This design comes from an exercise in tuning for small area, a short achievable clock period and few clock cycles on the open sky130 flow, not from production work.
RTL that was checked went through simulation tests only; none was proved equivalent to the original.

== main ==
Design mm2s_cmd_gen, start of the top module:
module mm2s_cmd_gen
#(
  parameter int CORE_INSTR_WIDTH = 64,
  parameter int CORE_CMD_WIDTH   = 80
) (
  input  logic                        clk,
  input  logic                        rst_n,
  input  logic [CORE_INSTR_WIDTH-1:0] s_axis_mm2s_instr_tdata,
  input  logic                        s_axis_mm2s_instr_tvalid,
  output logic                        s_axis_mm2s_instr_tready,
  output logic [CORE_CMD_WIDTH-1:0]   m_axis_mm2s_cmd_tdata,
  output logic                        m_axis_mm2s_cmd_tvalid,
  input  logic                        m_axis_mm2s_cmd_tready
);
clock: 11.0 ns
lec_check: 0
cap_margin: 20
core_margin: 2
core_utilization: 40
slew_margin: 20
standard.sh (not shown) runs the stock make flow with config.mk's settings and CLKGATE_MAP_FILE= SYNTH_SCRIPT=/design/flow/synth_recipe.tcl, a recipe that flattens the netlist after the stock synthesis.
==> flow/flow/run.sh <==
#!/bin/bash
# Standard layout, with timing repair aiming at 6 ns below the clock period.
set -euo pipefail
bash standard.sh SETUP_SLACK_MARGIN=6 finish > standard_flow.log 2>&1
main finished end to end and its layout was clean on timing, DRC and antenna.
Edits applied to the flow inputs when going from main to the feature branch:
--- a/flow/design.v
+++ b/flow/design.v
@@ -109,18 +109,17 @@
   logic        tready_q;
   logic        w_valid_q, w_last_q, w_tl_q;
   logic [31:0] w_addr_q;
   logic [18:0] w_delta_q;
   logic [22:0] w_btt_q;
   logic [8:0]  w_hlen_q, w_hrem_q, w_iw_q;
   logic [9:0]  w_crem_q;
   logic        instr_hs, var_hs, ho, adv, wrap;
-  logic [31:0] mac, mac_a1, mac_a2, mac_nb, w_sum;
-  logic [31:0] mac_row [4];
+  logic [31:0] mac, mac_a1, mac_a2, w_sum;
   logic        whole, chan;
   logic        cl_any;
   logic [15:0] cl_l;
   logic [9:0]  cl_t, cl_r;
   logic        cl_e, cl_f;
   logic [8:0]  sw_cur, sh_cur;
   logic [15:0] sc_cur;
   logic        zc_e, zw_e, zh_e, zw_f, zh_f, zc_unused;
@@ -140,32 +139,17 @@
   assign adv = w_valid_q && m_axis_mm2s_cmd_tready;
   assign ho  = (est_q == E_F) && !emp_q &&
                (!w_valid_q || (m_axis_mm2s_cmd_tready && w_last_q));
   assign mac_a1 = a1_acc_q  ? acc_q :
                   a1_acc6_q ? {acc_q[25:0], 6'b0} :
                   a1_eb6_q  ? 32'({sh_q[0], sc_q, 6'b0}) : 32'd0;
   assign mac_a2 = a2_fin_q ? fin_baddr_q : a2_sw_q ? 32'(sw_q) :
                   a2_niw_q ? {14'h3fff, ~layer_iwih_q} : 32'd0;
-  always_comb begin
-    logic [6:0]  ye;
-    logic        one, two;
-    logic [18:0] m;
-    ye    = {y_q, 1'b0};
-    mac_nb = '0;
-    for (int i = 0; i < 3; i++) begin
-      one = ye[2*i+1] ^ ye[2*i];
-      two = (ye[2*i+2] && !ye[2*i+1] && !ye[2*i]) || (!ye[2*i+2] && ye[2*i+1] && ye[2*i]);
-      m   = two ? {x_q, 1'b0} : one ? {1'b0, x_q} : 19'd0;
-      mac_row[i] = ({13'd0, m} ^ {32{ye[2*i+2]}}) << (2*i);
-      mac_nb[2*i] = ye[2*i+2];
-    end
-    mac_row[3] = y_q[5] ? (32'(x_q) << 6) : 32'd0;
-  end
-  assign mac    = mac_a1 + mac_a2 + mac_row[0] + mac_row[1] + mac_row[2] + mac_row[3] + mac_nb;
+  assign mac    = mac_a1 + mac_a2 + 32'(x_q) * 32'(y_q);
   assign cl_any = prev_c_q || prev_w_q || prev_h_q;
   always_comb begin
     if (prev_c_q)      begin cl_t = tile_c_q;       cl_l = layer_c_q;       end
     else if (prev_w_q) begin cl_t = 10'(tile_iw_q); cl_l = 16'(layer_iw_q); end
     else               begin cl_t = 10'(tile_ih_q); cl_l = 16'(layer_ih_q); end
   end
   mm2s_tile_geom u_clip (
     .s (acc_q[15:0]), .t (cl_t), .l (cl_l), .empty (cl_e), .r (cl_r), .full (cl_f));
### Flow results
- Of main and the feature branch, the run reporting the higher signed area change from the synthesized netlist to the final layout was main.
- Count of placed standard cells in the final layout, fillers left out: the feature branch < main
- Summary of the feature branch over main: clock period minus final worst setup slack -0.060 ns; clock-buffer cell count decreased 2.
- Compared the feature branch vs main, and met3 layer usage reported by global route is down in the feature branch.
- A termination of the worst setup path of acc_q[31] is what main shows, while acc_q[30] belongs to the feature branch.
Testbench counts of the feature branch, summed over its fixed seeds: cycles 12,595.
Only the layout flow was run in main; the RTL was not checked for function there.

==> port drivers added, routing unchanged <==
The results above use ideal ports. As a check the final layouts listed here were re-extracted and re-timed, cells and wires unchanged. Step 1, drivers: a clkbuf_16 drives clk and a buf_2 each remaining input, both assumed. Step 2 moves the port delays by t, midway between the first and last clock arrival at a register: inputs arrive t later, outputs are due t later. That takes back most of the time a late clock gives input paths. a / b / c = no drivers / after step 1 / after step 2; a / b = the first two.
| run | t, ns | slack for setup (ns) | worst slew at a driven data input, ns |
|---|---|---|---|
| main | 0.658 | 5.844 / 5.844 / 5.524 | 0.04 |
| the feature branch | 0.661 | 5.903 / 5.903 / 5.547 | 0.05 |
After both steps every run listed still meets setup and hold. For the feature branch, which loses most, drivers alone change the setup slack by 0.000 ns; drivers and shift together by -0.356 ns.
